Background: an optimization exercise with open tools, aiming at small area, a short achievable clock period and few clock cycles. Do not read the settings as production practice. At most, simulation tests tie the RTL to the original design; equivalence was not proved. Power figures rest on the tool's default switching activity, not on a simulated workload.

== try-sierra ==
## line_rasterizer_interpolated
module line_rasterizer_interpolated
#(
    parameter int COORD_BITS = 6,
    parameter int DEPTH_BITS = 16,
    parameter int FRAC_BITS  = 16
) (
    input  wire logic                 aclk,
    input  wire logic                 aresetn,
    input  wire logic                 s_tvalid,
    output logic                      s_tready,
    input  wire logic [((2*(2*COORD_BITS+DEPTH_BITS+32)+7)/8)*8-1:0] s_tdata,
    output logic                      m_tvalid,
    input  wire logic                 m_tready,
    output logic [((2*COORD_BITS+DEPTH_BITS+32+7)/8)*8-1:0] m_tdata,
    output logic                      m_tlast
);
Size in the first run: about 3500 cells after synthesis, roughly 190 I/O pins, ~33000 um^2 of cells after synthesis.
export LEC_CHECK = 0
export CAP_MARGIN = 20
export CORE_MARGIN = 2
export CORE_UTILIZATION = 65
export SETUP_SLACK_MARGIN = 4.0
export SLEW_MARGIN = 20
create_clock -name core_clock -period 7.5 [get_ports {aclk}]
run.sh (not shown) runs the stock make flow with config.mk's settings and CLKGATE_MAP_FILE= SYNTH_SCRIPT=/design/flow/synth_recipe.tcl, a recipe that flattens the netlist after the stock synthesis.
Per the final summary, try-sierra finished and its layout is clean on timing, DRC and antenna.
[inputs] try-indigo vs try-sierra
# try-sierra
export LEC_CHECK = 0
export CAP_MARGIN = 20
export CORE_MARGIN = 2
export CORE_UTILIZATION = 65
export SETUP_SLACK_MARGIN = 4.0
export SLEW_MARGIN = 20
create_clock -name core_clock -period 7.5 [get_ports {aclk}]
# try-indigo
export LEC_CHECK = 0
export CAP_MARGIN = 20
export CORE_MARGIN = 2
export CORE_UTILIZATION = 40
export SETUP_SLACK_MARGIN = 4.5
export SLEW_MARGIN = 20
create_clock -name core_clock -period 7.5 [get_ports {aclk}]
Notes after the runs:
- In the metrics for try-sierra and try-indigo, the one carrying the lower buffers inserted during post-CTS setup optimization is try-sierra.
- Of try-sierra and try-indigo, the run reporting the lower endpoint arrival time on the critical path was try-indigo.
- try-indigo: no failed stages, no open violations at the end
- The lower multi-input combinational area share came out of try-indigo.
- Taking try-sierra as the reference, in try-indigo routed metal-1 wirelength +16%, met3 track demand over resource -1.9 points, via count -625.
- Higher maximum achievable frequency was reported by try-indigo, not try-sierra.
The following lists how try-harbor was set up differently from try-indigo:
# try-indigo
export LEC_CHECK = 0
export CAP_MARGIN = 20
export CORE_MARGIN = 2
export CORE_UTILIZATION = 40
export SETUP_SLACK_MARGIN = 4.5
export SLEW_MARGIN = 20
create_clock -name core_clock -period 7.5 [get_ports {aclk}]
# try-harbor
export LEC_CHECK = 0
export CAP_MARGIN = 20
export CORE_MARGIN = 2
export CORE_UTILIZATION = 40
export SETUP_SLACK_MARGIN = 4.0
export SLEW_MARGIN = 20
create_clock -name core_clock -period 7.5 [get_ports {aclk}]
==> comparison <==
try-harbor did not stop at any stage, and its layout met the timing, design-rule and antenna checks.
try-indigo finished end to end and its layout was clean on timing, DRC and antenna.
In terms of number of buffers inserted by hold repair at cts, try-harbor and try-indigo differ only marginally.
Compared with try-indigo, try-harbor shows relative area of clock buffers and inverters in the final design higher by 0.37 points.
From try-indigo to try-harbor the numbers moved as follows: total via count after detailed routing moved down, cell area moved down.
Non-clock buffer share of cell area, try-harbor and try-indigo, higher one = try-indigo.
Against try-indigo, try-harbor comes in 2.4 points higher on ratio of final minimum period to clock period.
Summary: with try-indigo as the reference, global-route wire length before repair in try-harbor moved down slightly.
No run of this note included a check of the RTL's function; only the layout flow was run.

========
line_rasterizer_interpolated, a different RTL version from the one above (not shown whole).
Size: ~3200 cells after synthesis, roughly 400 flip-flops, about 190 I/O pins, roughly 32000 um^2 of cells after synthesis.
Settings: LEC_CHECK=0, CAP_MARGIN=20, CORE_MARGIN=2, CORE_UTILIZATION=40, SETUP_SLACK_MARGIN=4.1, SLEW_MARGIN=20; clock period 7.5 ns.
The starting point finished clean.
Testbench counts at the start, summed over its fixed seeds: cycles 38,956.
==> next run, changes <==
==> flow/flow/run.sh (new file) <==
#!/bin/bash
# Standard layout, with the port buffers made from plain buffers
# (sky130_fd_sc_hd__buf_2) instead of the delay buffers buffer_ports picks.
set -euo pipefail
export BUFFER_PORTS_ARGS="-buffer_cell sky130_fd_sc_hd__buf_2"
bash standard.sh > standard.log 2>&1
==> flow/standard.sh (new file) <==
#!/bin/bash
# synth_recipe.tcl (not shown) runs the flow's synth.tcl, then flattens the netlist and writes it again
# the make line also repeats each setting of config.mk as NAME=value (left out here)
make -C /OpenROAD-flow-scripts/flow DESIGN_CONFIG=/design/flow/config.mk WORK_HOME=/design/flow/orfs CLKGATE_MAP_FILE= SYNTH_SCRIPT=/design/flow/synth_recipe.tcl "${@:-finish}"
CTS_CLUSTER_DIAMETER = 80   (was unset)
CTS_CLUSTER_SIZE = 24   (was unset)
removed: flow/run.sh
Result: Utilization shrinks by 2.8 points; count of clock-buffer cells in the layout shrinks by 31; global-route usage shrinks by 0.33 points; design area shrinks by 5.5%.
==> next run, changes <==
CTS_CLUSTER_DIAMETER = unset   (was 80)
CTS_CLUSTER_SIZE = unset   (was 24)
Die area stays the same. Via count is about the same. Routed wire length rose slightly. First-iteration DRC count climbs by roughly a tenth. Global-route usage grows by 0.36 points. Synthesized cell count stays the same. Sequential cell count is unchanged. Sequential share of layout area drops by 0.23 points.
==> next run, changes <==
CTS_CLUSTER_DIAMETER = 80   (was unset)
CTS_CLUSTER_SIZE = 24   (was unset)
SETUP_SLACK_MARGIN = 4.25   (was 4.1)
The changed run passed the timing, design-rule and antenna checks.
Worst setup slack degrades by 4.8 ps.
Design area climbs by 1.3%.
Final cell count barely changes.
Total power went down by about 5%.
Utilization grows by 0.64 points.
Count of clock-buffer cells in the layout went down by 27.
Via count stays flat.
Maximum frequency stays flat.
Hold slack gains 29 ps.
Clock skew came out lower by 8.1 ps.
==> next run, changes <==
==> flow/run.sh (new file) <==
#!/bin/bash
# synth_recipe.tcl (not shown) runs the flow's synth.tcl, then flattens the netlist and writes it again
# the make line also repeats each setting of config.mk as NAME=value (left out here)
make -C /OpenROAD-flow-scripts/flow DESIGN_CONFIG=/design/flow/config.mk WORK_HOME=/design/flow/orfs CLKGATE_MAP_FILE= SYNTH_SCRIPT=/design/flow/synth_recipe.tcl finish
SETUP_SLACK_MARGIN = 4.1   (was 4.25)
removed: flow/flow/run.sh
removed: flow/standard.sh
Power is about the same.
Register-to-register slack is better by 60 ps.
Hold slack is worse by 17 ps.
Cell area went up by 1.9%.
First-iteration DRC count went up by 2.8%.
Wire length went down by 0.40%.
Cell count hardly moves.
Sequential power hardly moves.
Setup slack is better by 63 ps.
Combinational power went down by about 4%.
==> next run, changes <==
CTS_BUF_LIST = sky130_fd_sc_hd__clkbuf_8   (was unset)
CTS_CLUSTER_DIAMETER = 60   (was 80)
CTS_CLUSTER_SIZE = 16   (was 24)
After rerunning: Synthesized area stays the same; clock power shrinks by about 9%; combinational power hardly moves; global-route usage hardly moves; setup slack improved by 18 ps; worst hold slack got worse by 8.0 ps.

what the ideal ports hide:
How much do the figures lean on ideal ports? The routed layouts below were timed once more, with nothing changed but the port constraints. Step 1 sets driving cells, clkbuf_16 on the clock port and buf_2 on the other inputs (assumed; they add their load-dependent delay and slew). Step 2, shift: input delay + t, output delay - t, t = (earliest + latest rising clock arrival at the registers) / 2. This alone moves slack from input paths to output paths. a / b / c = ideal / step 1 / step 2; a / b = the first two.
run	t (ns)	slack for setup (ns)	slew at the worst register clock pin (ns)	worst data-port slew with drivers (ns)	cell pins on the clock port's net
try-sierra	0.649	4.007 / 4.023 / 3.374	0.06 / 0.06	0.12	1
try-indigo	0.647	4.256 / 4.268 / 3.622	0.07 / 0.07	0.10	1
try-harbor	0.659	4.075 / 4.116 / 3.457	0.07 / 0.07	0.10	1
the first run of note 2	0.657	4.102 / 4.076 / 3.457	0.06 / 0.06	0.09	1
the second run of note 2	0.672	4.038 / 4.038 / 3.424	0.10 / 0.10	0.09	1
the third run of note 2	0.665	4.047 / 4.048 / 3.417	0.07 / 0.07	0.09	1
the fourth run of note 2	0.680	4.043 / 4.043 / 3.513	0.09 / 0.09	0.09	1
the fifth run of note 2	0.676	4.106 / 4.106 / 3.462	0.10 / 0.10	0.10	1
the sixth run of note 2	0.715	4.123 / 4.098 / 3.414	0.11 / 0.11	0.09	1
After both steps every run listed still meets setup and hold. For the sixth run of note 2, which loses most, drivers alone change the setup slack by -0.025 ns; drivers and shift together by -0.709 ns.
